What follows belongs to an exercise in optimizing a design on an open flow for small area, a short achievable clock period and few clock cycles per item; a production flow would make more cautious choices. The RTL was checked by simulation tests, not by an equivalence proof against the original design. No activity file was given, so power comes from the tool's default toggle rates.

==> flow/design.v <==
`default_nettype none
package dtd_pkg;
   localparam int SAMPLE_W    = 16;
   localparam int SUM_W       = 41;
   localparam int LVL_W       = 32;
   localparam int ALPHA_W     = 16;
   localparam int RATIO_W     = 16;
   localparam int SILENCE_W   = 24;
   localparam int CSR_DATA_W  = 24;
   localparam int CSR_IDX_W   = 2;
   localparam logic [ALPHA_W-1:0]   ALPHA_RESET   = 16'd58982;
   localparam logic [RATIO_W-1:0]   RATIO_RESET   = 16'd128;
   localparam logic [SILENCE_W-1:0] SILENCE_RESET = 24'd11;
endpackage
`default_nettype wire
`default_nettype none
module dtd_fa (
   input  wire logic a,
   input  wire logic b,
   input  wire logic c,
   output logic      s,
   output logic      co
);
   assign s  = a ^ b ^ c;
   assign co = (a & b) | (a & c) | (b & c);
endmodule
module dtd_ha (
   input  wire logic a,
   input  wire logic b,
   output logic      s,
   output logic      co
);
   assign s  = a ^ b;
   assign co = a & b;
endmodule
module dtd_sq_tree (
   input  wire logic [14:0] y,
   input  wire logic        s,
   input  wire logic [40:0] a,
   input  wire logic [19:0]  ci,
   output logic [40:0]      o,
   output logic [19:0]       co
);
   wire sv = s;
   wire dg_0 = y[0];
   wire dg_1 = y[1];
   wire dg_2 = y[2];
   wire dg_3 = y[3];
   wire dg_4 = y[4];
   wire dg_5 = y[5];
   wire dg_6 = y[6];
   wire dg_7 = y[7];
   wire dg_8 = y[8];
   wire dg_9 = y[9];
   wire dg_10 = y[10];
   wire dg_11 = y[11];
   wire dg_12 = y[12];
   wire dg_13 = y[13];
   wire dg_14 = y[14];
   wire pp_0_1 = y[0] & y[1];
   wire pp_0_2 = y[0] & y[2];
   wire pp_0_3 = y[0] & y[3];
   wire pp_0_4 = y[0] & y[4];
   wire pp_0_5 = y[0] & y[5];
   wire pp_0_6 = y[0] & y[6];
   wire pp_0_7 = y[0] & y[7];
   wire pp_0_8 = y[0] & y[8];
   wire pp_0_9 = y[0] & y[9];
   wire pp_0_10 = y[0] & y[10];
   wire pp_0_11 = y[0] & y[11];
   wire pp_0_12 = y[0] & y[12];
   wire pp_0_13 = y[0] & y[13];
   wire pp_0_14 = y[0] & y[14];
   wire pp_1_2 = y[1] & y[2];
   wire pp_1_3 = y[1] & y[3];
   wire pp_1_4 = y[1] & y[4];
   wire pp_1_5 = y[1] & y[5];
   wire pp_1_6 = y[1] & y[6];
   wire pp_1_7 = y[1] & y[7];
   wire pp_1_8 = y[1] & y[8];
   wire pp_1_9 = y[1] & y[9];
   wire pp_1_10 = y[1] & y[10];
   wire pp_1_11 = y[1] & y[11];
   wire pp_1_12 = y[1] & y[12];
   wire pp_1_13 = y[1] & y[13];
   wire pp_1_14 = y[1] & y[14];
   wire pp_2_3 = y[2] & y[3];
   wire pp_2_4 = y[2] & y[4];
   wire pp_2_5 = y[2] & y[5];
   wire pp_2_6 = y[2] & y[6];
   wire pp_2_7 = y[2] & y[7];
   wire pp_2_8 = y[2] & y[8];
   wire pp_2_9 = y[2] & y[9];
   wire pp_2_10 = y[2] & y[10];
   wire pp_2_11 = y[2] & y[11];
   wire pp_2_12 = y[2] & y[12];
   wire pp_2_13 = y[2] & y[13];
   wire pp_2_14 = y[2] & y[14];
   wire pp_3_4 = y[3] & y[4];
   wire pp_3_5 = y[3] & y[5];
   wire pp_3_6 = y[3] & y[6];
   wire pp_3_7 = y[3] & y[7];
   wire pp_3_8 = y[3] & y[8];
   wire pp_3_9 = y[3] & y[9];
   wire pp_3_10 = y[3] & y[10];
   wire pp_3_11 = y[3] & y[11];
   wire pp_3_12 = y[3] & y[12];
   wire pp_3_13 = y[3] & y[13];
   wire pp_3_14 = y[3] & y[14];
   wire pp_4_5 = y[4] & y[5];
   wire pp_4_6 = y[4] & y[6];
   wire pp_4_7 = y[4] & y[7];
   wire pp_4_8 = y[4] & y[8];
   wire pp_4_9 = y[4] & y[9];
   wire pp_4_10 = y[4] & y[10];
   wire pp_4_11 = y[4] & y[11];
   wire pp_4_12 = y[4] & y[12];
   wire pp_4_13 = y[4] & y[13];
   wire pp_4_14 = y[4] & y[14];
   wire pp_5_6 = y[5] & y[6];
   wire pp_5_7 = y[5] & y[7];
   wire pp_5_8 = y[5] & y[8];
   wire pp_5_9 = y[5] & y[9];
   wire pp_5_10 = y[5] & y[10];
   wire pp_5_11 = y[5] & y[11];
   wire pp_5_12 = y[5] & y[12];
   wire pp_5_13 = y[5] & y[13];
   wire pp_5_14 = y[5] & y[14];
   wire pp_6_7 = y[6] & y[7];
   wire pp_6_8 = y[6] & y[8];
   wire pp_6_9 = y[6] & y[9];
   wire pp_6_10 = y[6] & y[10];
   wire pp_6_11 = y[6] & y[11];
   wire pp_6_12 = y[6] & y[12];
   wire pp_6_13 = y[6] & y[13];
   wire pp_6_14 = y[6] & y[14];
   wire pp_7_8 = y[7] & y[8];
   wire pp_7_9 = y[7] & y[9];
   wire pp_7_10 = y[7] & y[10];
   wire pp_7_11 = y[7] & y[11];
   wire pp_7_12 = y[7] & y[12];
   wire pp_7_13 = y[7] & y[13];
   wire pp_7_14 = y[7] & y[14];
   wire pp_8_9 = y[8] & y[9];
   wire pp_8_10 = y[8] & y[10];
   wire pp_8_11 = y[8] & y[11];
   wire pp_8_12 = y[8] & y[12];
   wire pp_8_13 = y[8] & y[13];
   wire pp_8_14 = y[8] & y[14];
   wire pp_9_10 = y[9] & y[10];
   wire pp_9_11 = y[9] & y[11];
   wire pp_9_12 = y[9] & y[12];
   wire pp_9_13 = y[9] & y[13];
   wire pp_9_14 = y[9] & y[14];
   wire pp_10_11 = y[10] & y[11];
   wire pp_10_12 = y[10] & y[12];
   wire pp_10_13 = y[10] & y[13];
   wire pp_10_14 = y[10] & y[14];
   wire pp_11_12 = y[11] & y[12];
   wire pp_11_13 = y[11] & y[13];
   wire pp_11_14 = y[11] & y[14];
   wire pp_12_13 = y[12] & y[13];
   wire pp_12_14 = y[12] & y[14];
   wire pp_13_14 = y[13] & y[14];
   wire cr_0 = s & y[0];
   wire cr_1 = s & y[1];
   wire cr_2 = s & y[2];
   wire cr_3 = s & y[3];
   wire cr_4 = s & y[4];
   wire cr_5 = s & y[5];
   wire cr_6 = s & y[6];
   wire cr_7 = s & y[7];
   wire cr_8 = s & y[8];
   wire cr_9 = s & y[9];
   wire cr_10 = s & y[10];
   wire cr_11 = s & y[11];
   wire cr_12 = s & y[12];
   wire cr_13 = s & y[13];
   wire cr_14 = s & y[14];
   wire n1, n2;
   dtd_ha u_n1 (.a(pp_0_11), .b(pp_1_10), .s(n1), .co(n2));
   wire n3, n4;
   dtd_fa u_n3 (.a(pp_0_13), .b(pp_1_12), .c(pp_2_11), .s(n3), .co(n4));
   wire n5, n6;
   dtd_ha u_n5 (.a(pp_0_14), .b(pp_1_13), .s(n5), .co(n6));
   wire n7, n8;
   dtd_fa u_n7 (.a(pp_1_14), .b(pp_2_13), .c(pp_3_12), .s(n7), .co(n8));
   wire n9, n10;
   dtd_ha u_n9 (.a(pp_0_5), .b(pp_1_4), .s(n9), .co(n10));
   wire n11, n12;
   dtd_fa u_n11 (.a(pp_0_7), .b(pp_1_6), .c(pp_2_5), .s(n11), .co(n12));
   wire n13, n14;
   dtd_ha u_n13 (.a(pp_0_8), .b(pp_1_7), .s(n13), .co(n14));
   wire n15, n16;
   dtd_fa u_n15 (.a(pp_0_9), .b(pp_1_8), .c(pp_2_7), .s(n15), .co(n16));
   wire n17, n18;
   dtd_fa u_n17 (.a(pp_3_6), .b(pp_4_5), .c(dg_5), .s(n17), .co(n18));
   wire n19, n20;
   dtd_fa u_n19 (.a(pp_0_10), .b(pp_1_9), .c(pp_2_8), .s(n19), .co(n20));
   wire n21, n22;
   dtd_ha u_n21 (.a(pp_3_7), .b(pp_4_6), .s(n21), .co(n22));
   wire n23, n24;
   dtd_fa u_n23 (.a(n1), .b(pp_2_9), .c(pp_3_8), .s(n23), .co(n24));
   wire n25, n26;
   dtd_fa u_n25 (.a(pp_4_7), .b(pp_5_6), .c(dg_6), .s(n25), .co(n26));
   wire n27, n28;
   dtd_ha u_n27 (.a(cr_11), .b(a[12]), .s(n27), .co(n28));
   wire n29, n30;
   dtd_fa u_n29 (.a(n2), .b(pp_0_12), .c(pp_1_11), .s(n29), .co(n30));
   wire n31, n32;
   dtd_fa u_n31 (.a(pp_2_10), .b(pp_3_9), .c(pp_4_8), .s(n31), .co(n32));
   wire n33, n34;
   dtd_fa u_n33 (.a(pp_5_7), .b(cr_12), .c(a[13]), .s(n33), .co(n34));
   wire n35, n36;
   dtd_fa u_n35 (.a(n3), .b(pp_3_10), .c(pp_4_9), .s(n35), .co(n36));
   wire n37, n38;
   dtd_fa u_n37 (.a(pp_5_8), .b(pp_6_7), .c(dg_7), .s(n37), .co(n38));
   wire n39, n40;
   dtd_fa u_n39 (.a(cr_13), .b(a[14]), .c(ci[6]), .s(n39), .co(n40));
   wire n41, n42;
   dtd_fa u_n41 (.a(n4), .b(n5), .c(pp_2_12), .s(n41), .co(n42));
   wire n43, n44;
   dtd_fa u_n43 (.a(pp_3_11), .b(pp_4_10), .c(pp_5_9), .s(n43), .co(n44));
   wire n45, n46;
   dtd_fa u_n45 (.a(pp_6_8), .b(cr_14), .c(a[15]), .s(n45), .co(n46));
   wire n47, n48;
   dtd_fa u_n47 (.a(n6), .b(n7), .c(pp_4_11), .s(n47), .co(n48));
   wire n49, n50;
   dtd_fa u_n49 (.a(pp_5_10), .b(pp_6_9), .c(pp_7_8), .s(n49), .co(n50));
   wire n51, n52;
   dtd_fa u_n51 (.a(dg_8), .b(a[16]), .c(ci[7]), .s(n51), .co(n52));
   wire n53, n54;
   dtd_fa u_n53 (.a(n8), .b(pp_2_14), .c(pp_3_13), .s(n53), .co(n54));
   wire n55, n56;
   dtd_fa u_n55 (.a(pp_4_12), .b(pp_5_11), .c(pp_6_10), .s(n55), .co(n56));
   wire n57, n58;
   dtd_ha u_n57 (.a(pp_7_9), .b(a[17]), .s(n57), .co(n58));
   wire n59, n60;
   dtd_fa u_n59 (.a(pp_3_14), .b(pp_4_13), .c(pp_5_12), .s(n59), .co(n60));
   wire n61, n62;
   dtd_fa u_n61 (.a(pp_6_11), .b(pp_7_10), .c(pp_8_9), .s(n61), .co(n62));
   wire n63, n64;
   dtd_fa u_n63 (.a(dg_9), .b(a[18]), .c(ci[8]), .s(n63), .co(n64));
   wire n65, n66;
   dtd_fa u_n65 (.a(pp_4_14), .b(pp_5_13), .c(pp_6_12), .s(n65), .co(n66));
   wire n67, n68;
   dtd_ha u_n67 (.a(pp_7_11), .b(pp_8_10), .s(n67), .co(n68));
   wire n69, n70;
   dtd_fa u_n69 (.a(pp_5_14), .b(pp_6_13), .c(pp_7_12), .s(n69), .co(n70));
   wire n71, n72;
   dtd_fa u_n71 (.a(pp_8_11), .b(pp_9_10), .c(dg_10), .s(n71), .co(n72));
   wire n73, n74;
   dtd_ha u_n73 (.a(pp_6_14), .b(pp_7_13), .s(n73), .co(n74));
   wire n75, n76;
   dtd_fa u_n75 (.a(pp_7_14), .b(pp_8_13), .c(pp_9_12), .s(n75), .co(n76));
   wire n77, n78;
   dtd_ha u_n77 (.a(pp_0_1), .b(dg_1), .s(n77), .co(n78));
   wire n79, n80;
   dtd_fa u_n79 (.a(pp_0_3), .b(pp_1_2), .c(dg_2), .s(n79), .co(n80));
   wire n81, n82;
   dtd_ha u_n81 (.a(pp_0_4), .b(pp_1_3), .s(n81), .co(n82));
   wire n83, n84;
   dtd_fa u_n83 (.a(n9), .b(pp_2_3), .c(dg_3), .s(n83), .co(n84));
   wire n85, n86;
   dtd_ha u_n85 (.a(cr_5), .b(a[6]), .s(n85), .co(n86));
   wire n87, n88;
   dtd_fa u_n87 (.a(n10), .b(pp_0_6), .c(pp_1_5), .s(n87), .co(n88));
   wire n89, n90;
   dtd_fa u_n89 (.a(pp_2_4), .b(cr_6), .c(a[7]), .s(n89), .co(n90));
   wire n91, n92;
   dtd_fa u_n91 (.a(n11), .b(pp_3_4), .c(dg_4), .s(n91), .co(n92));
   wire n93, n94;
   dtd_fa u_n93 (.a(cr_7), .b(a[8]), .c(ci[3]), .s(n93), .co(n94));
   wire n95, n96;
   dtd_fa u_n95 (.a(n12), .b(n13), .c(pp_2_6), .s(n95), .co(n96));
   wire n97, n98;
   dtd_fa u_n97 (.a(pp_3_5), .b(cr_8), .c(a[9]), .s(n97), .co(n98));
   wire n99, n100;
   dtd_fa u_n99 (.a(n14), .b(n15), .c(n17), .s(n99), .co(n100));
   wire n101, n102;
   dtd_fa u_n101 (.a(cr_9), .b(a[10]), .c(ci[4]), .s(n101), .co(n102));
   wire n103, n104;
   dtd_fa u_n103 (.a(n16), .b(n18), .c(n19), .s(n103), .co(n104));
   wire n105, n106;
   dtd_fa u_n105 (.a(n21), .b(cr_10), .c(a[11]), .s(n105), .co(n106));
   wire n107, n108;
   dtd_fa u_n107 (.a(n20), .b(n22), .c(n23), .s(n107), .co(n108));
   wire n109, n110;
   dtd_fa u_n109 (.a(n25), .b(n27), .c(ci[5]), .s(n109), .co(n110));
   wire n111, n112;
   dtd_fa u_n111 (.a(n24), .b(n26), .c(n28), .s(n111), .co(n112));
   wire n113, n114;
   dtd_fa u_n113 (.a(n29), .b(n31), .c(n33), .s(n113), .co(n114));
   wire n115, n116;
   dtd_fa u_n115 (.a(n30), .b(n32), .c(n34), .s(n115), .co(n116));
   wire n117, n118;
   dtd_fa u_n117 (.a(n35), .b(n37), .c(n39), .s(n117), .co(n118));
   wire n119, n120;
   dtd_fa u_n119 (.a(n36), .b(n38), .c(n40), .s(n119), .co(n120));
   wire n121, n122;
   dtd_fa u_n121 (.a(n41), .b(n43), .c(n45), .s(n121), .co(n122));
   wire n123, n124;
   dtd_fa u_n123 (.a(n42), .b(n44), .c(n46), .s(n123), .co(n124));
   wire n125, n126;
   dtd_fa u_n125 (.a(n47), .b(n49), .c(n51), .s(n125), .co(n126));
   wire n127, n128;
   dtd_fa u_n127 (.a(n48), .b(n50), .c(n52), .s(n127), .co(n128));
   wire n129, n130;
   dtd_fa u_n129 (.a(n53), .b(n55), .c(n57), .s(n129), .co(n130));
   wire n131, n132;
   dtd_fa u_n131 (.a(n54), .b(n56), .c(n58), .s(n131), .co(n132));
   wire n133, n134;
   dtd_fa u_n133 (.a(n59), .b(n61), .c(n63), .s(n133), .co(n134));
   wire n135, n136;
   dtd_fa u_n135 (.a(n60), .b(n62), .c(n64), .s(n135), .co(n136));
   wire n137, n138;
   dtd_fa u_n137 (.a(n65), .b(n67), .c(a[19]), .s(n137), .co(n138));
   wire n139, n140;
   dtd_fa u_n139 (.a(n66), .b(n68), .c(n69), .s(n139), .co(n140));
   wire n141, n142;
   dtd_fa u_n141 (.a(n71), .b(a[20]), .c(ci[9]), .s(n141), .co(n142));
   wire n143, n144;
   dtd_fa u_n143 (.a(n70), .b(n72), .c(n73), .s(n143), .co(n144));
   wire n145, n146;
   dtd_fa u_n145 (.a(pp_8_12), .b(pp_9_11), .c(a[21]), .s(n145), .co(n146));
   wire n147, n148;
   dtd_fa u_n147 (.a(n74), .b(n75), .c(pp_10_11), .s(n147), .co(n148));
   wire n149, n150;
   dtd_fa u_n149 (.a(dg_11), .b(a[22]), .c(ci[10]), .s(n149), .co(n150));
   wire n151, n152;
   dtd_fa u_n151 (.a(n76), .b(pp_8_14), .c(pp_9_13), .s(n151), .co(n152));
   wire n153, n154;
   dtd_ha u_n153 (.a(pp_10_12), .b(a[23]), .s(n153), .co(n154));
   wire n155, n156;
   dtd_fa u_n155 (.a(pp_9_14), .b(pp_10_13), .c(pp_11_12), .s(n155), .co(n156));
   wire n157, n158;
   dtd_fa u_n157 (.a(dg_12), .b(a[24]), .c(ci[11]), .s(n157), .co(n158));
   wire n159, n160;
   dtd_ha u_n159 (.a(pp_10_14), .b(pp_11_13), .s(n159), .co(n160));
   wire n161, n162;
   dtd_fa u_n161 (.a(pp_11_14), .b(pp_12_13), .c(dg_13), .s(n161), .co(n162));
   wire n163, n164;
   dtd_ha u_n163 (.a(n77), .b(cr_1), .s(n163), .co(n164));
   wire n165, n166;
   dtd_fa u_n165 (.a(n78), .b(pp_0_2), .c(cr_2), .s(n165), .co(n166));
   wire n167, n168;
   dtd_fa u_n167 (.a(n79), .b(cr_3), .c(a[4]), .s(n167), .co(n168));
   wire n169, n170;
   dtd_fa u_n169 (.a(n80), .b(n81), .c(cr_4), .s(n169), .co(n170));
   wire n171, n172;
   dtd_fa u_n171 (.a(n82), .b(n83), .c(n85), .s(n171), .co(n172));
   wire n173, n174;
   dtd_fa u_n173 (.a(n84), .b(n86), .c(n87), .s(n173), .co(n174));
   wire n175, n176;
   dtd_fa u_n175 (.a(n88), .b(n90), .c(n91), .s(n175), .co(n176));
   wire n177, n178;
   dtd_fa u_n177 (.a(n92), .b(n94), .c(n95), .s(n177), .co(n178));
   wire n179, n180;
   dtd_fa u_n179 (.a(n96), .b(n98), .c(n99), .s(n179), .co(n180));
   wire n181, n182;
   dtd_fa u_n181 (.a(n100), .b(n102), .c(n103), .s(n181), .co(n182));
   wire n183, n184;
   dtd_fa u_n183 (.a(n104), .b(n106), .c(n107), .s(n183), .co(n184));
   wire n185, n186;
   dtd_fa u_n185 (.a(n108), .b(n110), .c(n111), .s(n185), .co(n186));
   wire n187, n188;
   dtd_fa u_n187 (.a(n112), .b(n114), .c(n115), .s(n187), .co(n188));
   wire n189, n190;
   dtd_fa u_n189 (.a(n116), .b(n118), .c(n119), .s(n189), .co(n190));
   wire n191, n192;
   dtd_fa u_n191 (.a(n120), .b(n122), .c(n123), .s(n191), .co(n192));
   wire n193, n194;
   dtd_fa u_n193 (.a(n124), .b(n126), .c(n127), .s(n193), .co(n194));
   wire n195, n196;
   dtd_fa u_n195 (.a(n128), .b(n130), .c(n131), .s(n195), .co(n196));
   wire n197, n198;
   dtd_fa u_n197 (.a(n132), .b(n134), .c(n135), .s(n197), .co(n198));
   wire n199, n200;
   dtd_fa u_n199 (.a(n136), .b(n138), .c(n139), .s(n199), .co(n200));
   wire n201, n202;
   dtd_fa u_n201 (.a(n140), .b(n142), .c(n143), .s(n201), .co(n202));
   wire n203, n204;
   dtd_fa u_n203 (.a(n144), .b(n146), .c(n147), .s(n203), .co(n204));
   wire n205, n206;
   dtd_fa u_n205 (.a(n148), .b(n150), .c(n151), .s(n205), .co(n206));
   wire n207, n208;
   dtd_fa u_n207 (.a(n152), .b(n154), .c(n155), .s(n207), .co(n208));
   wire n209, n210;
   dtd_fa u_n209 (.a(n156), .b(n158), .c(n159), .s(n209), .co(n210));
   wire n211, n212;
   dtd_fa u_n211 (.a(n160), .b(n161), .c(a[26]), .s(n211), .co(n212));
   wire n213, n214;
   dtd_ha u_n213 (.a(n162), .b(pp_12_14), .s(n213), .co(n214));
   wire n215, n216;
   dtd_fa u_n215 (.a(pp_13_14), .b(dg_14), .c(a[28]), .s(n215), .co(n216));
   wire n217, n218;
   dtd_ha u_n217 (.a(dg_0), .b(sv), .s(n217), .co(n218));
   wire n219, n220;
   dtd_ha u_n219 (.a(cr_0), .b(a[1]), .s(n219), .co(n220));
   wire n221, n222;
   dtd_fa u_n221 (.a(n163), .b(a[2]), .c(ci[0]), .s(n221), .co(n222));
   wire n223, n224;
   dtd_fa u_n223 (.a(n164), .b(n165), .c(a[3]), .s(n223), .co(n224));
   wire n225, n226;
   dtd_fa u_n225 (.a(n166), .b(n167), .c(ci[1]), .s(n225), .co(n226));
   wire n227, n228;
   dtd_fa u_n227 (.a(n168), .b(n169), .c(a[5]), .s(n227), .co(n228));
   wire n229, n230;
   dtd_fa u_n229 (.a(n170), .b(n171), .c(ci[2]), .s(n229), .co(n230));
   wire n231, n232;
   dtd_fa u_n231 (.a(n172), .b(n173), .c(n89), .s(n231), .co(n232));
   wire n233, n234;
   dtd_fa u_n233 (.a(n174), .b(n175), .c(n93), .s(n233), .co(n234));
   wire n235, n236;
   dtd_fa u_n235 (.a(n176), .b(n177), .c(n97), .s(n235), .co(n236));
   wire n237, n238;
   dtd_fa u_n237 (.a(n178), .b(n179), .c(n101), .s(n237), .co(n238));
   wire n239, n240;
   dtd_fa u_n239 (.a(n180), .b(n181), .c(n105), .s(n239), .co(n240));
   wire n241, n242;
   dtd_fa u_n241 (.a(n182), .b(n183), .c(n109), .s(n241), .co(n242));
   wire n243, n244;
   dtd_fa u_n243 (.a(n184), .b(n185), .c(n113), .s(n243), .co(n244));
   wire n245, n246;
   dtd_fa u_n245 (.a(n186), .b(n187), .c(n117), .s(n245), .co(n246));
   wire n247, n248;
   dtd_fa u_n247 (.a(n188), .b(n189), .c(n121), .s(n247), .co(n248));
   wire n249, n250;
   dtd_fa u_n249 (.a(n190), .b(n191), .c(n125), .s(n249), .co(n250));
   wire n251, n252;
   dtd_fa u_n251 (.a(n192), .b(n193), .c(n129), .s(n251), .co(n252));
   wire n253, n254;
   dtd_fa u_n253 (.a(n194), .b(n195), .c(n133), .s(n253), .co(n254));
   wire n255, n256;
   dtd_fa u_n255 (.a(n196), .b(n197), .c(n137), .s(n255), .co(n256));
   wire n257, n258;
   dtd_fa u_n257 (.a(n198), .b(n199), .c(n141), .s(n257), .co(n258));
   wire n259, n260;
   dtd_fa u_n259 (.a(n200), .b(n201), .c(n145), .s(n259), .co(n260));
   wire n261, n262;
   dtd_fa u_n261 (.a(n202), .b(n203), .c(n149), .s(n261), .co(n262));
   wire n263, n264;
   dtd_fa u_n263 (.a(n204), .b(n205), .c(n153), .s(n263), .co(n264));
   wire n265, n266;
   dtd_fa u_n265 (.a(n206), .b(n207), .c(n157), .s(n265), .co(n266));
   wire n267, n268;
   dtd_fa u_n267 (.a(n208), .b(n209), .c(a[25]), .s(n267), .co(n268));
   wire n269, n270;
   dtd_fa u_n269 (.a(n210), .b(n211), .c(ci[12]), .s(n269), .co(n270));
   wire n271, n272;
   dtd_fa u_n271 (.a(n212), .b(n213), .c(a[27]), .s(n271), .co(n272));
   wire n273, n274;
   dtd_fa u_n273 (.a(n214), .b(n215), .c(ci[13]), .s(n273), .co(n274));
   wire n275, n276;
   dtd_ha u_n275 (.a(n216), .b(a[29]), .s(n275), .co(n276));
   wire n277, n278;
   dtd_ha u_n277 (.a(a[30]), .b(ci[14]), .s(n277), .co(n278));
   wire n279, n280;
   dtd_ha u_n279 (.a(n217), .b(a[0]), .s(n279), .co(n280));
   wire n281, n282;
   dtd_fa u_n281 (.a(n218), .b(n219), .c(n280), .s(n281), .co(n282));
   wire n283, n284;
   dtd_ha u_n283 (.a(n220), .b(n221), .s(n283), .co(n284));
   wire n285, n286;
   dtd_fa u_n285 (.a(n222), .b(n223), .c(n284), .s(n285), .co(n286));
   wire n287, n288;
   dtd_ha u_n287 (.a(n224), .b(n225), .s(n287), .co(n288));
   wire n289, n290;
   dtd_fa u_n289 (.a(n226), .b(n227), .c(n288), .s(n289), .co(n290));
   wire n291, n292;
   dtd_ha u_n291 (.a(n228), .b(n229), .s(n291), .co(n292));
   wire n293, n294;
   dtd_fa u_n293 (.a(n230), .b(n231), .c(n292), .s(n293), .co(n294));
   wire n295, n296;
   dtd_ha u_n295 (.a(n232), .b(n233), .s(n295), .co(n296));
   wire n297, n298;
   dtd_fa u_n297 (.a(n234), .b(n235), .c(n296), .s(n297), .co(n298));
   wire n299, n300;
   dtd_ha u_n299 (.a(n236), .b(n237), .s(n299), .co(n300));
   wire n301, n302;
   dtd_fa u_n301 (.a(n238), .b(n239), .c(n300), .s(n301), .co(n302));
   wire n303, n304;
   dtd_ha u_n303 (.a(n240), .b(n241), .s(n303), .co(n304));
   wire n305, n306;
   dtd_fa u_n305 (.a(n242), .b(n243), .c(n304), .s(n305), .co(n306));
   wire n307, n308;
   dtd_ha u_n307 (.a(n244), .b(n245), .s(n307), .co(n308));
   wire n309, n310;
   dtd_fa u_n309 (.a(n246), .b(n247), .c(n308), .s(n309), .co(n310));
   wire n311, n312;
   dtd_ha u_n311 (.a(n248), .b(n249), .s(n311), .co(n312));
   wire n313, n314;
   dtd_fa u_n313 (.a(n250), .b(n251), .c(n312), .s(n313), .co(n314));
   wire n315, n316;
   dtd_ha u_n315 (.a(n252), .b(n253), .s(n315), .co(n316));
   wire n317, n318;
   dtd_fa u_n317 (.a(n254), .b(n255), .c(n316), .s(n317), .co(n318));
   wire n319, n320;
   dtd_ha u_n319 (.a(n256), .b(n257), .s(n319), .co(n320));
   wire n321, n322;
   dtd_fa u_n321 (.a(n258), .b(n259), .c(n320), .s(n321), .co(n322));
   wire n323, n324;
   dtd_ha u_n323 (.a(n260), .b(n261), .s(n323), .co(n324));
   wire n325, n326;
   dtd_fa u_n325 (.a(n262), .b(n263), .c(n324), .s(n325), .co(n326));
   wire n327, n328;
   dtd_ha u_n327 (.a(n264), .b(n265), .s(n327), .co(n328));
   wire n329, n330;
   dtd_fa u_n329 (.a(n266), .b(n267), .c(n328), .s(n329), .co(n330));
   wire n331, n332;
   dtd_ha u_n331 (.a(n268), .b(n269), .s(n331), .co(n332));
   wire n333, n334;
   dtd_fa u_n333 (.a(n270), .b(n271), .c(n332), .s(n333), .co(n334));
   wire n335, n336;
   dtd_ha u_n335 (.a(n272), .b(n273), .s(n335), .co(n336));
   wire n337, n338;
   dtd_fa u_n337 (.a(n274), .b(n275), .c(n336), .s(n337), .co(n338));
   wire n339, n340;
   dtd_ha u_n339 (.a(n276), .b(n277), .s(n339), .co(n340));
   wire n341, n342;
   dtd_fa u_n341 (.a(n278), .b(a[31]), .c(n340), .s(n341), .co(n342));
   wire n343, n344;
   dtd_ha u_n343 (.a(a[32]), .b(ci[15]), .s(n343), .co(n344));
   wire n345, n346;
   dtd_ha u_n345 (.a(a[33]), .b(n344), .s(n345), .co(n346));
   wire n347, n348;
   dtd_ha u_n347 (.a(a[34]), .b(ci[16]), .s(n347), .co(n348));
   wire n349, n350;
   dtd_ha u_n349 (.a(a[35]), .b(n348), .s(n349), .co(n350));
   wire n351, n352;
   dtd_ha u_n351 (.a(a[36]), .b(ci[17]), .s(n351), .co(n352));
   wire n353, n354;
   dtd_ha u_n353 (.a(a[37]), .b(n352), .s(n353), .co(n354));
   wire n355, n356;
   dtd_ha u_n355 (.a(a[38]), .b(ci[18]), .s(n355), .co(n356));
   wire n357, n358;
   dtd_ha u_n357 (.a(a[39]), .b(n356), .s(n357), .co(n358));
   wire n359, n360;
   dtd_ha u_n359 (.a(a[40]), .b(ci[19]), .s(n359), .co(n360));
   assign o = {n359, n357, n355, n353, n351, n349, n347, n345, n343, n341, n339, n337, n335, n333, n331, n329, n327, n325, n323, n321, n319, n317, n315, n313, n311, n309, n307, n305, n303, n301, n299, n297, n295, n293, n291, n289, n287, n285, n283, n281, n279};
   assign co = {n358, n354, n350, n346, n342, n338, n334, n330, n326, n322, n318, n314, n310, n306, n302, n298, n294, n290, n286, n282};
endmodule
module dtd_resolve (
   input  wire logic [40:0] a,
   input  wire logic [19:0]  c,
   output logic [40:0]      r
);
   logic [20:0] cin;
   assign cin[0] = 1'b0;
   assign cin[1] = c[0] | (cin[0] & (&a[1:0]));
   assign cin[2] = c[1] | (cin[1] & (&a[3:2]));
   assign cin[3] = c[2] | (cin[2] & (&a[5:4]));
   assign cin[4] = c[3] | (cin[3] & (&a[7:6]));
   assign cin[5] = c[4] | (cin[4] & (&a[9:8]));
   assign cin[6] = c[5] | (cin[5] & (&a[11:10]));
   assign cin[7] = c[6] | (cin[6] & (&a[13:12]));
   assign cin[8] = c[7] | (cin[7] & (&a[15:14]));
   assign cin[9] = c[8] | (cin[8] & (&a[17:16]));
   assign cin[10] = c[9] | (cin[9] & (&a[19:18]));
   assign cin[11] = c[10] | (cin[10] & (&a[21:20]));
   assign cin[12] = c[11] | (cin[11] & (&a[23:22]));
   assign cin[13] = c[12] | (cin[12] & (&a[25:24]));
   assign cin[14] = c[13] | (cin[13] & (&a[27:26]));
   assign cin[15] = c[14] | (cin[14] & (&a[29:28]));
   assign cin[16] = c[15] | (cin[15] & (&a[31:30]));
   assign cin[17] = c[16] | (cin[16] & (&a[33:32]));
   assign cin[18] = c[17] | (cin[17] & (&a[35:34]));
   assign cin[19] = c[18] | (cin[18] & (&a[37:36]));
   assign cin[20] = c[19] | (cin[19] & (&a[39:38]));
   assign r[1:0] = a[1:0];
   assign r[3:2] = a[3:2] + 2'(cin[1]);
   assign r[5:4] = a[5:4] + 2'(cin[2]);
   assign r[7:6] = a[7:6] + 2'(cin[3]);
   assign r[9:8] = a[9:8] + 2'(cin[4]);
   assign r[11:10] = a[11:10] + 2'(cin[5]);
   assign r[13:12] = a[13:12] + 2'(cin[6]);
   assign r[15:14] = a[15:14] + 2'(cin[7]);
   assign r[17:16] = a[17:16] + 2'(cin[8]);
   assign r[19:18] = a[19:18] + 2'(cin[9]);
   assign r[21:20] = a[21:20] + 2'(cin[10]);
   assign r[23:22] = a[23:22] + 2'(cin[11]);
   assign r[25:24] = a[25:24] + 2'(cin[12]);
   assign r[27:26] = a[27:26] + 2'(cin[13]);
   assign r[29:28] = a[29:28] + 2'(cin[14]);
   assign r[31:30] = a[31:30] + 2'(cin[15]);
   assign r[33:32] = a[33:32] + 2'(cin[16]);
   assign r[35:34] = a[35:34] + 2'(cin[17]);
   assign r[37:36] = a[37:36] + 2'(cin[18]);
   assign r[39:38] = a[39:38] + 2'(cin[19]);
   assign r[40:40] = a[40:40] + 1'(cin[20]);
endmodule
`default_nettype wire
`default_nettype none
module dtd_div4 (
   input  wire logic [10:0] rem,
   input  wire logic [1:0]  nxt,
   input  wire logic [10:0] d,
   input  wire logic [12:0] d3,
   output logic [10:0]      rem_o,
   output logic [1:0]       q_o
);
   logic [12:0] t;
   logic [13:0] c1, c2, c3;
   assign t  = {rem, nxt};
   assign c1 = {1'b0, t} - {3'b0, d};
   assign c2 = {1'b0, t} - {2'b0, d, 1'b0};
   assign c3 = {1'b0, t} - {1'b0, d3};
   always_comb begin
      if (!c3[13]) begin
         q_o   = 2'd3;
         rem_o = c3[10:0];
      end else if (!c2[13]) begin
         q_o   = 2'd2;
         rem_o = c2[10:0];
      end else if (!c1[13]) begin
         q_o   = 2'd1;
         rem_o = c1[10:0];
      end else begin
         q_o   = 2'd0;
         rem_o = t[10:0];
      end
   end
endmodule
`default_nettype wire
`default_nettype none
module double_talk_detector_unit (
   input  wire logic         clock,
   input  wire logic         reset,
   input  wire logic         req_valid,
   output logic              req_ready,
   input  wire logic [15:0]  req_far_sample,
   input  wire logic [15:0]  req_mic_sample,
   input  wire logic         req_frame_end,
   output logic              rsp_valid,
   input  wire logic         rsp_ready,
   output logic [1:0]        rsp_talk_state,
   output logic              rsp_adapt_hold,
   input  wire logic         csr_write_enable,
   input  wire logic [1:0]   csr_index,
   input  wire logic [23:0]  csr_write_data
);
   localparam int NB = 20;    
   localparam logic [1:0] A_IDLE = 2'd0;
   localparam logic [1:0] A_DIV  = 2'd1;
   localparam logic [1:0] A_DONE = 2'd2;
   localparam logic [2:0] B_IDLE = 3'd0;
   localparam logic [2:0] B_FAR  = 3'd1;
   localparam logic [2:0] B_MIC  = 3'd2;
   localparam logic [2:0] B_RAT  = 3'd3;
   localparam logic [2:0] B_OUT  = 3'd4;
   logic [15:0]   alpha_ff;
   logic [15:0]   ratio_ff;
   logic [23:0]   silence_ff;
   logic          ready_ff;
   logic          in_v_ff, in_last_ff;
   logic [14:0]   in_fy_ff, in_my_ff;
   logic          in_fs_ff, in_ms_ff;
   logic [9:0]    cnt_ff, dcnt_ff;
   logic          full_ff;
   logic          clr_ff;
   logic [40:0]   fsum_ff, msum_ff;
   logic [NB-1:0] fcb_ff, mcb_ff;
   logic [1:0]    a_st_ff;
   logic [3:0]    a_cnt_ff;
   logic [10:0]   div_ff;
   logic [12:0]   div3_ff;
   logic [10:0]   frem_ff, mrem_ff;
   logic [29:0]   fq_ff, mq_ff;
   logic [2:0]    b_ph_ff;
   logic [3:0]    b_j_ff;
   logic [32:0]   acc_ff;
   logic          hit_ff;
   logic [30:0]   flvl_ff, mlvl_ff;
   logic          out_valid_ff;
   logic [1:0]    talk_ff;
   always_ff @(posedge clock) begin
      if (reset) begin
         alpha_ff   <= dtd_pkg::ALPHA_RESET;
         ratio_ff   <= dtd_pkg::RATIO_RESET;
         silence_ff <= dtd_pkg::SILENCE_RESET;
      end else if (csr_write_enable) begin
         case (csr_index)
            2'd0:    alpha_ff   <= csr_write_data[15:0];
            2'd1:    ratio_ff   <= csr_write_data[15:0];
            2'd2:    silence_ff <= csr_write_data;
            default: ;
         endcase
      end
   end
   logic          accept, keep_in, load, clr;
   logic [9:0]    cnt_in;
   logic [40:0]   fsum_in, msum_in, fsum_o, msum_o, fres, mres;
   logic [NB-1:0] fcb_in, mcb_in, fcb_o, mcb_o;
   logic          full_in;
   assign accept  = req_valid && ready_ff;
   assign cnt_in  = (in_v_ff && in_last_ff) ? 10'd0 : cnt_ff + {9'd0, in_v_ff};
   assign keep_in = accept && (req_frame_end || !(&cnt_in));
   assign clr     = clr_ff;
   assign fsum_in = clr ? 41'd0 : fsum_ff;
   assign msum_in = clr ? 41'd0 : msum_ff;
   assign fcb_in  = clr ? '0 : fcb_ff;
   assign mcb_in  = clr ? '0 : mcb_ff;
   dtd_sq_tree u_ftree (
      .y  (in_fy_ff),
      .s  (in_fs_ff),
      .a  (fsum_in),
      .ci (fcb_in),
      .o  (fsum_o),
      .co (fcb_o)
   );
   dtd_sq_tree u_mtree (
      .y  (in_my_ff),
      .s  (in_ms_ff),
      .a  (msum_in),
      .ci (mcb_in),
      .o  (msum_o),
      .co (mcb_o)
   );
   dtd_resolve u_fres (.a(fsum_ff), .c(fcb_ff), .r(fres));
   dtd_resolve u_mres (.a(msum_ff), .c(mcb_ff), .r(mres));
   assign full_in = (full_ff && !load) || (in_v_ff && in_last_ff);
   always_ff @(posedge clock) begin
      in_fy_ff   <= {15{keep_in}} & (req_far_sample[14:0] ^ {15{req_far_sample[15]}});
      in_fs_ff   <= keep_in & req_far_sample[15];
      in_my_ff   <= {15{keep_in}} & (req_mic_sample[14:0] ^ {15{req_mic_sample[15]}});
      in_ms_ff   <= keep_in & req_mic_sample[15];
      in_last_ff <= req_frame_end;
      fsum_ff    <= fsum_o;
      msum_ff    <= msum_o;
      fcb_ff     <= fcb_o;
      mcb_ff     <= mcb_o;
      if (in_v_ff && in_last_ff) begin
         dcnt_ff <= cnt_ff;
      end
      if (reset) begin
         in_v_ff <= 1'b0;
         cnt_ff  <= '0;
         full_ff <= 1'b0;
         clr_ff  <= 1'b1;
      end else begin
         in_v_ff <= keep_in;
         full_ff <= full_in;
         clr_ff  <= full_in && (a_st_in == A_IDLE);
         cnt_ff  <= cnt_in;
      end
   end
   logic [1:0]  a_st_in;
   logic [10:0] frem_o, mrem_o;
   logic [1:0]  fq_o, mq_o;
   logic        b_fin;
   assign load = full_ff && (a_st_ff == A_IDLE);
   dtd_div4 u_fdiv (
      .rem   (frem_ff),
      .nxt   (fq_ff[29:28]),
      .d     (div_ff),
      .d3    (div3_ff),
      .rem_o (frem_o),
      .q_o   (fq_o)
   );
   dtd_div4 u_mdiv (
      .rem   (mrem_ff),
      .nxt   (mq_ff[29:28]),
      .d     (div_ff),
      .d3    (div3_ff),
      .rem_o (mrem_o),
      .q_o   (mq_o)
   );
   always_comb begin
      a_st_in = a_st_ff;
      case (a_st_ff)
         A_IDLE:  if (full_ff) a_st_in = A_DIV;
         A_DIV:   if (a_cnt_ff == 4'd14) a_st_in = A_DONE;
         A_DONE:  if (b_fin) a_st_in = A_IDLE;
         default: a_st_in = A_IDLE;
      endcase
   end
   always_ff @(posedge clock) begin
      if (load) begin
         frem_ff  <= fres[40:30];
         fq_ff    <= fres[29:0];
         mrem_ff  <= mres[40:30];
         mq_ff    <= mres[29:0];
         div_ff   <= {1'b0, dcnt_ff} + 11'd2;
         div3_ff  <= {3'b0, dcnt_ff} + {2'b0, dcnt_ff, 1'b0} + 13'd6;
         a_cnt_ff <= '0;
      end else if (a_st_ff == A_DIV) begin
         frem_ff  <= frem_o;
         fq_ff    <= {fq_ff[27:0], fq_o};
         mrem_ff  <= mrem_o;
         mq_ff    <= {mq_ff[27:0], mq_o};
         a_cnt_ff <= a_cnt_ff + 4'd1;
      end
      if (reset) begin
         a_st_ff <= A_IDLE;
      end else begin
         a_st_ff <= a_st_in;
      end
   end
   logic [2:0]  b_ph_in;
   logic [3:0]  b_j_in;
   logic        out_free;
   logic        far_on, mic_on, hit;
   logic [1:0]  talk_new;
   typedef struct packed {
      logic yf1, yf2, ym1, ym2, yfq, ymq, yneg;
      logic xacc, xf, xm;
      logic ash, xr, hcap;
      logic wf, wm;
   } ctl_type;
   ctl_type     ctl_ff, ctl_in;
   logic [3:0]  bidx_in;
   logic [15:0] mval_in;
   logic [2:0]  trip_in;
   logic        d_one, d_two, d_neg;
   always_comb begin
      b_ph_in = b_ph_ff;
      b_j_in  = b_j_ff + 4'd1;
      case (b_ph_ff)
         B_IDLE: begin
            b_j_in = '0;
            if (a_st_ff == A_DONE) b_ph_in = B_FAR;
         end
         B_FAR, B_MIC, B_RAT: begin
            if (b_j_ff == 4'd10) begin
               b_j_in  = '0;
               b_ph_in = (b_ph_ff == B_FAR) ? B_MIC :
                         (b_ph_ff == B_MIC) ? B_RAT : B_OUT;
            end
         end
         B_OUT: begin
            b_j_in = '0;
            if (out_free) b_ph_in = B_IDLE;
         end
         default: begin
            b_j_in  = '0;
            b_ph_in = B_IDLE;
         end
      endcase
   end
   always_comb begin
      mval_in = (b_ph_ff == B_RAT) ? ratio_ff : alpha_ff;
      bidx_in = (b_ph_ff == B_RAT && b_j_ff >= 4'd5) ? b_j_ff - 4'd1 : b_j_ff;
      case (bidx_in)
         4'd0:    trip_in = {mval_in[1], mval_in[0], 1'b0};
         4'd1:    trip_in = mval_in[3:1];
         4'd2:    trip_in = mval_in[5:3];
         4'd3:    trip_in = mval_in[7:5];
         4'd4:    trip_in = mval_in[9:7];
         4'd5:    trip_in = mval_in[11:9];
         4'd6:    trip_in = mval_in[13:11];
         4'd7:    trip_in = mval_in[15:13];
         default: trip_in = {2'b00, mval_in[15]};
      endcase
      d_one = (trip_in == 3'b001) || (trip_in == 3'b010) ||
              (trip_in == 3'b101) || (trip_in == 3'b110);
      d_two = (trip_in == 3'b011) || (trip_in == 3'b100);
      d_neg = trip_in[2] && (trip_in != 3'b111);
      ctl_in = '0;
      case (b_ph_in)
         B_FAR, B_MIC: begin
            if (b_j_in == 4'd0) begin
               ctl_in.yfq  = (b_ph_in == B_FAR);
               ctl_in.ymq  = (b_ph_in == B_MIC);
               ctl_in.yneg = 1'b1;
               ctl_in.xf   = (b_ph_in == B_FAR);
               ctl_in.xm   = (b_ph_in == B_MIC);
               ctl_in.wf   = (b_ph_in == B_FAR);
               ctl_in.wm   = (b_ph_in == B_MIC);
            end else if (b_j_in == 4'd10) begin
               ctl_in.yfq  = (b_ph_in == B_FAR);
               ctl_in.ymq  = (b_ph_in == B_MIC);
               ctl_in.xacc = 1'b1;
               ctl_in.wf   = (b_ph_in == B_FAR);
               ctl_in.wm   = (b_ph_in == B_MIC);
            end else begin
               ctl_in.yf1  = d_one && (b_ph_in == B_FAR);
               ctl_in.yf2  = d_two && (b_ph_in == B_FAR);
               ctl_in.ym1  = d_one && (b_ph_in == B_MIC);
               ctl_in.ym2  = d_two && (b_ph_in == B_MIC);
               ctl_in.yneg = d_neg;
               ctl_in.xacc = (b_j_in != 4'd1);
               ctl_in.ash  = (b_j_in != 4'd9);
            end
         end
         B_RAT: begin
            if (b_j_in == 4'd0) begin
               ctl_in.xr   = 1'b1;
            end else if (b_j_in == 4'd5) begin
               ctl_in.ym1  = 1'b1;
               ctl_in.yneg = 1'b1;
               ctl_in.xacc = 1'b1;
            end else begin
               ctl_in.yf1  = d_one;
               ctl_in.yf2  = d_two;
               ctl_in.yneg = d_neg;
               ctl_in.xacc = 1'b1;
               ctl_in.ash  = (b_j_in != 4'd10);
               ctl_in.hcap = (b_j_in == 4'd10);
            end
         end
         default: ;
      endcase
   end
   logic [33:0] xop, ysel, yop, sum;
   assign xop  = ({34{ctl_ff.xacc}} & {acc_ff[32], acc_ff}) |
                 ({34{ctl_ff.xf}} & {{3{flvl_ff[30]}}, flvl_ff}) |
                 ({34{ctl_ff.xm}} & {{3{mlvl_ff[30]}}, mlvl_ff}) |
                 ({34{ctl_ff.xr}} & {18'd0, ratio_ff});
   assign ysel = ({34{ctl_ff.yf1}} & {{3{flvl_ff[30]}}, flvl_ff}) |
                 ({34{ctl_ff.yf2}} & {{2{flvl_ff[30]}}, flvl_ff, 1'b0}) |
                 ({34{ctl_ff.ym1}} & {{3{mlvl_ff[30]}}, mlvl_ff}) |
                 ({34{ctl_ff.ym2}} & {{2{mlvl_ff[30]}}, mlvl_ff, 1'b0}) |
                 ({34{ctl_ff.yfq}} & {4'd0, fq_ff}) |
                 ({34{ctl_ff.ymq}} & {4'd0, mq_ff});
   assign yop  = ysel ^ {34{ctl_ff.yneg}};
   assign sum  = xop + yop + {33'd0, ctl_ff.yneg};
   assign b_fin    = (b_ph_ff == B_MIC) && (b_j_ff == 4'd10);
   assign out_free = !out_valid_ff || rsp_ready;
   assign far_on   = (flvl_ff[29:0] > {6'd0, silence_ff});
   assign mic_on   = (mlvl_ff[29:0] > {6'd0, silence_ff});
   assign hit      = hit_ff;
   assign talk_new = (far_on && mic_on && hit) ? 2'd3 :
                     far_on ? 2'd1 :
                     mic_on ? 2'd2 : 2'd0;
   always_ff @(posedge clock) begin
      if (reset) begin
         ctl_ff <= '0;
      end else begin
         ctl_ff <= ctl_in;
      end
      if (ctl_ff.ash) begin
         acc_ff <= {sum[33], sum[33:2]};
      end else begin
         acc_ff <= sum[32:0];
      end
      if (ctl_ff.hcap) begin
         hit_ff <= sum[32];
      end
      if (reset) begin
         flvl_ff <= '0;
         mlvl_ff <= '0;
      end else begin
         if (ctl_ff.wf) flvl_ff <= sum[30:0];
         if (ctl_ff.wm) mlvl_ff <= sum[30:0];
      end
      if (reset) begin
         b_ph_ff      <= B_IDLE;
         b_j_ff       <= '0;
         out_valid_ff <= 1'b0;
      end else begin
         b_ph_ff <= b_ph_in;
         b_j_ff  <= b_j_in;
         if (b_ph_ff == B_OUT && out_free) begin
            out_valid_ff <= 1'b1;
            talk_ff      <= talk_new;
         end else if (rsp_ready) begin
            out_valid_ff <= 1'b0;
         end
      end
   end
   assign rsp_valid      = out_valid_ff;
   assign rsp_talk_state = talk_ff;
   assign rsp_adapt_hold = talk_ff[1];
   logic full1, idle1, full2, idle2;
   assign full1 = full_in;
   assign idle1 = (a_st_in == A_IDLE);
   assign full2 = (full1 && !idle1) || (keep_in && req_frame_end);
   assign idle2 = (idle1 && !full1) ||
                  (b_ph_in == B_MIC && b_j_in == 4'd10);
   always_ff @(posedge clock) begin
      if (reset) begin
         ready_ff <= 1'b1;
      end else begin
         ready_ff <= !(full2 && !idle2);
      end
   end
   assign req_ready = ready_ff;
endmodule
`default_nettype wire
==> flow/flow/run.sh <==
#!/bin/bash
# The standard layout, with timing repair aiming below the clock period:
# repair_timing works to a setup slack of MARGIN ns at the design's clock.
set -euo pipefail
MARGIN=${MARGIN:-6.5}
bash standard.sh finish SETUP_SLACK_MARGIN=$MARGIN > flow.log 2>&1
==> flow/standard.sh <==
#!/bin/bash
# synth_recipe.tcl (not shown) runs the flow's synth.tcl, then flattens the netlist and writes it again
# the make line also repeats each setting of config.mk as NAME=value (left out here)
make -C /OpenROAD-flow-scripts/flow DESIGN_CONFIG=/design/flow/config.mk WORK_HOME=/design/flow/orfs CLKGATE_MAP_FILE= SYNTH_SCRIPT=/design/flow/synth_recipe.tcl "${@:-finish}"
==> flow/config.mk <==
export PLATFORM = sky130hd
export DESIGN_NAME = double_talk_detector_unit
export DESIGN_NICKNAME = double_talk_detector_unit
export VERILOG_FILES = /design/flow/design.v
export SDC_FILE = /design/flow/constraint.sdc
export NUM_CORES = 4
export LEC_CHECK = 0
export ABC_CLOCK_PERIOD_IN_PS = 6000
export CAP_MARGIN = 20
export CORE_MARGIN = 2
export CORE_UTILIZATION = 40
export PLACE_DENSITY = 0.6
export SLEW_MARGIN = 20
export SYNTH_HIERARCHICAL = 1
==> flow/constraint.sdc <==
create_clock -name core_clock -period 10.0 [get_ports {clock}]
set_input_delay 2.0000 -clock core_clock [delete_from_list [all_inputs] [get_ports {clock}]]
set_output_delay 2.0000 -clock core_clock [all_outputs]
set_load 0.01 [all_outputs]
==> impl_metrics.ini, run 1 <==
[clock_tree]
root_buffer = clkbuf_16
clkSlewWorstSetupHoldPaths_ps = 60
cts_tree = built
ctsHtreeMaxLevel = 2
clockBufferDepth = 3
cts_buffers = 55
clock_sinks = 464
clk_latency_ps = 630

[placement]
place.gp.congestion = 0.921
place_hpwl_mm = 68.2
io_buffers = 68
dp.cells = 4760
place_ws_ps = 5660

[logic_synthesis]
synth_area_leader_cell = dfxtp_1
synth_warnings = 8
synth_top_family_by_area = adder cells
synthXorXnorAreaFrac = 0.0451
syn_avg_cell_area_um2 = 9.97
netlist_top_cells_area = dfxtp_1 19%, fa_1 15%, ha_1 10%, edfxtp_1 9.5%, and2_1 3.5%
synth_edf_count = 117
synthAdderAreaFrac = 0.253
ys_ff_latch = 464
netlist_area_um2 = 37100
synth_compound_area_frac = 0.141
synthSimpleGateAreaFrac = 0.167
yosysSeqAreaShare = 0.282
synth_mux_area_frac = 0.0458
synthDistinctLibCells = 107
yosysTopAreaCellShare = 0.187
synth-main-ff-cell = dfxtp_1
syn_inst = 3722
postSynth.asyncResetShare = 0

[sta]
slew_viol_final = 0
fin_crit_ps = 3490
hold_viol = 0
rsz0062_at_grt = true
finClkSkew_ps = 24.1
worstMarginPinSlew_ps = 1030
min_period_over_period = 0.349
fmax_ghz = 0.287
slew_headroom = 0.313
fin_tns_setup_ps = 0
worst_slack_ps = 6510
setup_viol = 0

[critical_path]
crit_path_frequent_cell = fa_2
path_depth = 8
crit_path_end = fsum_ff[19]
rr_worst_depth = 8
critPathMaxStageDelay_ps = 540
worstSetupPathType = flip-flop to flip-flop
path_max_fanout = 4
cp_slowest_cell = fa_2
reg2reg_to = fsum_ff[19]
worstSetupStartpoint = in_fy_ff[12]
rr_startpoint = in_fy_ff[12]
cp_data_required_time_ps = 10570
arrival_ps = 4060
r2r_slack_ps = 6510
start_kind = flip-flop
path_cells = and2_4, fa_2, fa_2, fa_1, fa_2, fa_1, ha_2, fa_2
path_delay_family = adder cells
cp-end-kind = flip-flop
path_buf_inv = 0

[floorplan]
die_h_um = 309
die_w_um = 309
core_area_um2 = 91800
die_area_um2 = 95200
start_util = 0.404
placement_rows = 111
io_pins = 69

[routing]
totalWireLength_mm = 95.5
first_iter_violations = 2070
detail_route.wl_per_cell_um = 19.4
vias_per_cell = 5.40
drt-pass1-iter-count = 6
highest_layer = met5
met1Wirelength_mm = 42.7
remaining_drc_errors = 0
dr_wl_met2_mm = 43.9
drtAntennaViolNets = 0
vias = 26600
dr_wl_met3_mm = 5.26

[power]
power_leakage_nw = 17.5
power_mw = 5.71
p_per_area_nw_per_um2 = 140
ir_drop_v = 0.000136

[global_routing]
grt_pass1_wl_mm = 151
track_usage = 0.201
grt_pass1_vias = 26600
grt-ovfl-total = 0
grt_max_degree = 79
antenna_found_initial = 2

[finish]
drive_gt1_frac = 0.149
num_antenna_cells = 0
final_cell_mix = 309 x dfxtp_1, 291 x ha_1, 262 x nand2_1, 228 x fa_1, 200 x and2_1
post-route-util = 0.444
syn2layout_area_growth_pct = 9.96
regArea_um2 = 10600
fill_cells = 8790
finalNetCount = 4288
multi_input_comb_area_um2 = 24600
stdcell_count = 4931
final_common_cell = dfxtp_1

[min_path]
hp-class = flip-flop to flip-flop

[flow_run]
cap_violations = 0

[status]
status = timing/DRC/antenna clean
[layout make-up]
| cell class | instances | area share |
|---|---|---|
| flip-flops and latches | 464 | 0.259 |
| repair buffers | 160 | 0.0389 |
| multi-input cells | 2815 | 0.604 |
| clock buffers | 78 | 0.0393 |
| inverters | 145 | 0.0134 |
| clock inverters | 26 | 0.00693 |
| well taps | 1243 | 0.0381 |
[per-layer routing]
layer  GRT usage  vias to the layer above
li1            -                    12800
met1       0.270                    13000
met2       0.328                      700
met3      0.0294                      162
met4      0.0719                        2
met5           0                        -
[flip-flops by register name (all words and copies together) (netlist names), 13 cells and up]
| name | flops |
|---|---|
| fsum_ff | 41 |
| msum_ff | 41 |
| acc_ff | 33 |
| flvl_ff | 31 |
| mlvl_ff | 31 |
| fq_ff | 30 |
| mq_ff | 30 |
| silence_ff | 24 |
| fcb_ff | 20 |
| mcb_ff | 20 |
| alpha_ff | 16 |
| ratio_ff | 16 |
| in_fy_ff | 15 |
| in_my_ff | 15 |
| ctl_ff | 13 |
[worst reg2reg max path, cell delays in order, from the launching register on]
cell,delay [ps]
dfxtp_4,370
and2_4,160
fa_2,390
fa_2,370
fa_1,480
fa_2,540
fa_1,420
ha_2,190
fa_2,510
[Yosys cell counts, drive strengths merged (51+ instances only)]
cell	number
nand2	264
edfxtp	117
mux2i	63
dfxtp	347
fa	278
nor2b	149
nor2	189
a21o	51
clkbuf	102
a22oi	124
a21oi	158
ha	305
buf	197
o21ai	78
xnor2	107
inv	145
and2	251
mux2	95
xor2	84
nand3	71
[worst min-delay path by stage]
| stage | startpoint | end | depth (start not counted) |
|---|---|---|---|
| floorplan | cnt_ff[2] | dcnt_ff[2] | 0 |
| global placement | ctl_ff[2] | hit_ff | 0 |
| detailed placement | ctl_ff[2] | hit_ff | 0 |
| CTS | ctl_ff[2] | hit_ff | 0 |
| global route | ctl_ff[2] | hit_ff | 0 |
| finish | ctl_ff[2] | hit_ff | 0 |
[modules after synthesis (local to each module, per instance)]
module,times used,cells inside
double_talk_detector_unit,1,2192
dtd_div4,2,280
dtd_fa,270,1
dtd_ha,90,1
dtd_resolve,2,108
dtd_sq_tree,2,197
[through the flow]
stage	hold WS (ps)	area, um2
2_1_floorplan	409	37300
3_3_place_gp	437	37800
3_5_place_dp	423	37800
4_1_cts	448	40300
5_1_grt	453	40800
6_report	446	40800
[power breakdown]
| group | internal, mW | switching (mW) |
|---|---|---|
| Sequential | 2.12 | 0.214 |
| Combinational | 0.616 | 0.660 |
| Clock | 1.25 | 0.850 |
[kinds of logic after synthesis]
| family | Yosys count |
|---|---|
| muxes | 158 |
| DFF | 464 |
| adders and majority gates | 583 |
| AOI/OAI and AO/OA | 725 |
| other | 1 |
| buffers and inverters | 444 |
| and+or+nand+nor | 1156 |
| xor gates and xnor gates | 191 |
[what timing repair did]
action                                  in CTS  in global routing
pin swaps                                    9                 52
hold buffers                                 0                  0
endpoints found under the setup margin     148                109
resized for setup                           84                 69
setup buffers                               42                 22
cloned                                       1                  2
Testbench counts, summed over its fixed seeds: cycles 29,390, items 384.
==> run 2: changes to the inputs <==
==> flow/run.sh (new file) <==
#!/bin/bash
# synth_recipe.tcl (not shown) runs the flow's synth.tcl, then flattens the netlist and writes it again
# the make line also repeats each setting of config.mk as NAME=value (left out here)
make -C /OpenROAD-flow-scripts/flow DESIGN_CONFIG=/design/flow/config.mk WORK_HOME=/design/flow/orfs CLKGATE_MAP_FILE= SYNTH_SCRIPT=/design/flow/synth_recipe.tcl finish
--- a/flow/config.mk
+++ b/flow/config.mk
@@ -7,3 +7,3 @@
 export LEC_CHECK = 0
-export ABC_CLOCK_PERIOD_IN_PS = 6000
+export ABC_CLOCK_PERIOD_IN_PS = 3500
 export CAP_MARGIN = 20
@@ -12,2 +12,3 @@
 export PLACE_DENSITY = 0.6
+export SETUP_SLACK_MARGIN = 5
 export SLEW_MARGIN = 20
removed: flow/flow/run.sh
removed: flow/standard.sh
==> impl_metrics.ini, run 2 <==
[global_routing]
antenna_found_initial = 1
track_usage = 0.195
grt_pass1_wl_mm = 148
grt_max_degree = 66
grt-ovfl-total = 0
grt_pass1_vias = 26500

[finish]
largestRegisters = fsum_ff: 41 flops, msum_ff: 41 flops, acc_ff: 33 flops
finalNetCount = 4220
final_cell_mix = 344 x dfxtp_1, 305 x ha_1, 278 x fa_1, 263 x nand2_1, 210 x and2_1
syn2layout_area_growth_pct = 6.41
drive_gt1_frac = 0.0923
post-route-util = 0.430
multi_input_comb_area_um2 = 24200
final_common_cell = dfxtp_1
regArea_um2 = 10500
fill_cells = 8832

[clock_tree]
clock_sinks = 464
cts_resized = 0
postCtsSetupRepairBufs = 0
ctsHoldBuffers = 0
clockBufferDepth = 3
cts_buffers = 54
ctsHtreeMaxLevel = 2
root_buffer = clkbuf_16
clk_latency_ps = 630
clkSlewWorstSetupHoldPaths_ps = 70
cts_tree = built

[power]
ir_drop_v = 0.000129
p_per_area_nw_per_um2 = 142
power_leakage_nw = 17.1
power_mw = 5.62

[critical_path]
worstSetupPathType = flip-flop to flip-flop
arrival_ps = 4980
start_kind = flip-flop
cp_data_required_time_ps = 10510
path_cells = buf_4, a22oi_1, a31oi_1, inv_1, fa_1, a21o_1, a31oi_1, o2111ai_1, nand2_1, o211ai_1, a21oi_1, o21ai_1, nor4bb_1, or3_1
path_max_fanout = 37
crit_path_frequent_cell = a31oi_1
critPathMaxStageDelay_ps = 860
cp_slowest_cell = dfxtp_2
cp-end-kind = flip-flop

[sta]
rsz0062_at_grt = false
min_period_over_period = 0.447
hold_viol = 0
setup_viol = 0
finClkSkew_ps = 36.7
slew_viol_final = 0
fin_tns_setup_ps = 0
fin_crit_ps = 4470
slew_headroom = 0.194
fmax_ghz = 0.224
worstMarginPinSlew_ps = 1200
worst_slack_ps = 5530
holdWs_ps = 453

[status]
status = timing/DRC/antenna clean

[routing]
drt-pass1-iter-count = 9
first_iter_violations = 1928
totalWireLength_mm = 92.1
dr_wl_met3_mm = 4.71
vias_per_cell = 5.39
remaining_drc_errors = 0
drtAntennaViolNets = 0
vias = 26200
met1Wirelength_mm = 42.2
dr_wl_met2_mm = 41.5
highest_layer = met4
detail_route.wl_per_cell_um = 18.9

[logic_synthesis]
synth_common_cells = 347 x dfxtp_1, 305 x ha_1, 278 x fa_1
syn_inst = 3722
ys_ff_latch = 464
yosysTopAreaCellShare = 0.187
syn_avg_cell_area_um2 = 9.97
postSynth.asyncResetShare = 0
yosysSeqAreaShare = 0.282
synth_edf_count = 117
synthDistinctLibCells = 107
netlist_area_um2 = 37100
yosysMostFrequentCell = dfxtp_1
synth_warnings = 8
synth_area_leader_cell = dfxtp_1
netlist_top_cells_area = dfxtp_1 19%, fa_1 15%, ha_1 10%, edfxtp_1 9.5%, and2_1 3.5%
synth-main-ff-cell = dfxtp_1

[placement]
place_hpwl_mm = 68.6
io_buffers = 68
place.gp.congestion = 0.900
place_ws_ps = 5580

[floorplan]
die_area_um2 = 95200
placement_rows = 111
io_pins = 69
core_area_um2 = 91800
start_util = 0.404
die_h_um = 309
die_w_um = 309

[min_path]
hp-class = flip-flop to flip-flop

[flow_run]
cap_violations = 0
-- run 2: path summary, 6_finish.rpt --
| path | from | end | slack (ps) | depth (start not counted) |
|---|---|---|---|---|
| hold / removal | silence_ff[9] | silence_ff[9] | 450 | 2 |
| setup / recovery | ctl_ff[9] | mlvl_ff[18] | 5530 | 14 |
| setup reg to reg | ctl_ff[9] | mlvl_ff[18] | 5530 | 14 |
| hold reg to reg | silence_ff[9] | silence_ff[9] | 450 | 2 |
-- run 2: logic make-up after synthesis --
logic type      Yosys count  share of synthesized area
other cells               1                   0.000101
compound gates          725                      0.141
xor+xnor                191                     0.0451
simple gates           1156                      0.167
mux                     158                     0.0458
fa+ha+maj               583                      0.253
flops                   464                      0.282
buf+inv                 444                     0.0666
-- run 2: final cells by class --
type | instances | area share
clock buffer | 77 | 0.0409
tap | 1243 | 0.0394
multi-input combinational | 2815 | 0.613
timing repair buffer | 93 | 0.0220
inverter | 145 | 0.0138
antenna | 1 | 0.0000634
clock inverter | 24 | 0.00605
sequential | 464 | 0.265
-- run 2: power breakdown --
part           internal [mW]  switching, mW
registers               2.12          0.237
clock network           1.23          0.842
logic                  0.580          0.616
-- run 2: through the flow --
step	instance area (um2)	std cells
after floorplan	37100	3723
after global placement	37600	4759
after detailed placement	37600	4760
after CTS	39500	4861
after global routing	39500	4861
final	39500	4862
-- run 2: critical path, delay by kind of cell (launching register included) --
family / cells / cell delay, ps
buffers and inverters: 2 / 620
and+or+nand+nor: 3 / 760
DFF: 1 / 860
AOI/OAI and AO/OA: 8 / 1710
adders and majority gates: 1 / 400
-- run 2: routing by layer --
| layer | track usage | vias to the layer above |
|---|---|---|
| met5 | 0 | - |
| met4 | 0.0735 | 0 |
| met3 | 0.0282 | 162 |
| met2 | 0.311 | 599 |
| met1 | 0.268 | 12800 |
| li1 | - | 12700 |
-- run 2: modules after synthesis, one instance, submodules excluded --
module	copies in the design	cells
dtd_ha	90	1
dtd_fa	270	1
dtd_resolve	2	108
double_talk_detector_unit	1	2192
dtd_sq_tree	2	197
dtd_div4	2	280

## afterwards: timing with drivers on the ports
The results above use ideal ports. As a check the final layouts listed here were re-extracted and re-timed, cells and wires unchanged.
Step 1 sets driving cells, clkbuf_16 on the clock port and buf_2 on the other inputs (assumed; they add their load-dependent delay and slew).
Step 2 also shifts input and output timing later by t, the mid clock arrival at the registers, as if the neighbouring blocks saw the same clock.
Slacks: ideal / step 1 / step 2; pairs: ideal / step 1.
| run | shift t [ns] | slack for setup (ns) | worst hold slack (ns) | worst setup path at the end | clock arrival spread, ns |
|---|---|---|---|---|---|
| run 1 | 0.684 | 6.510 / 6.510 / 5.979 | 0.446 / 0.446 / 0.446 | input to register | 0.026 / 0.026 |
| run 2 | 0.679 | 5.533 / 5.533 / 5.533 | 0.453 / 0.453 / 0.453 | register to register | 0.040 / 0.040 |
After both steps setup and hold are still met in every run listed. For run 1, which loses most, drivers alone change the setup slack by 0.000 ns; drivers and shift together by -0.531 ns.
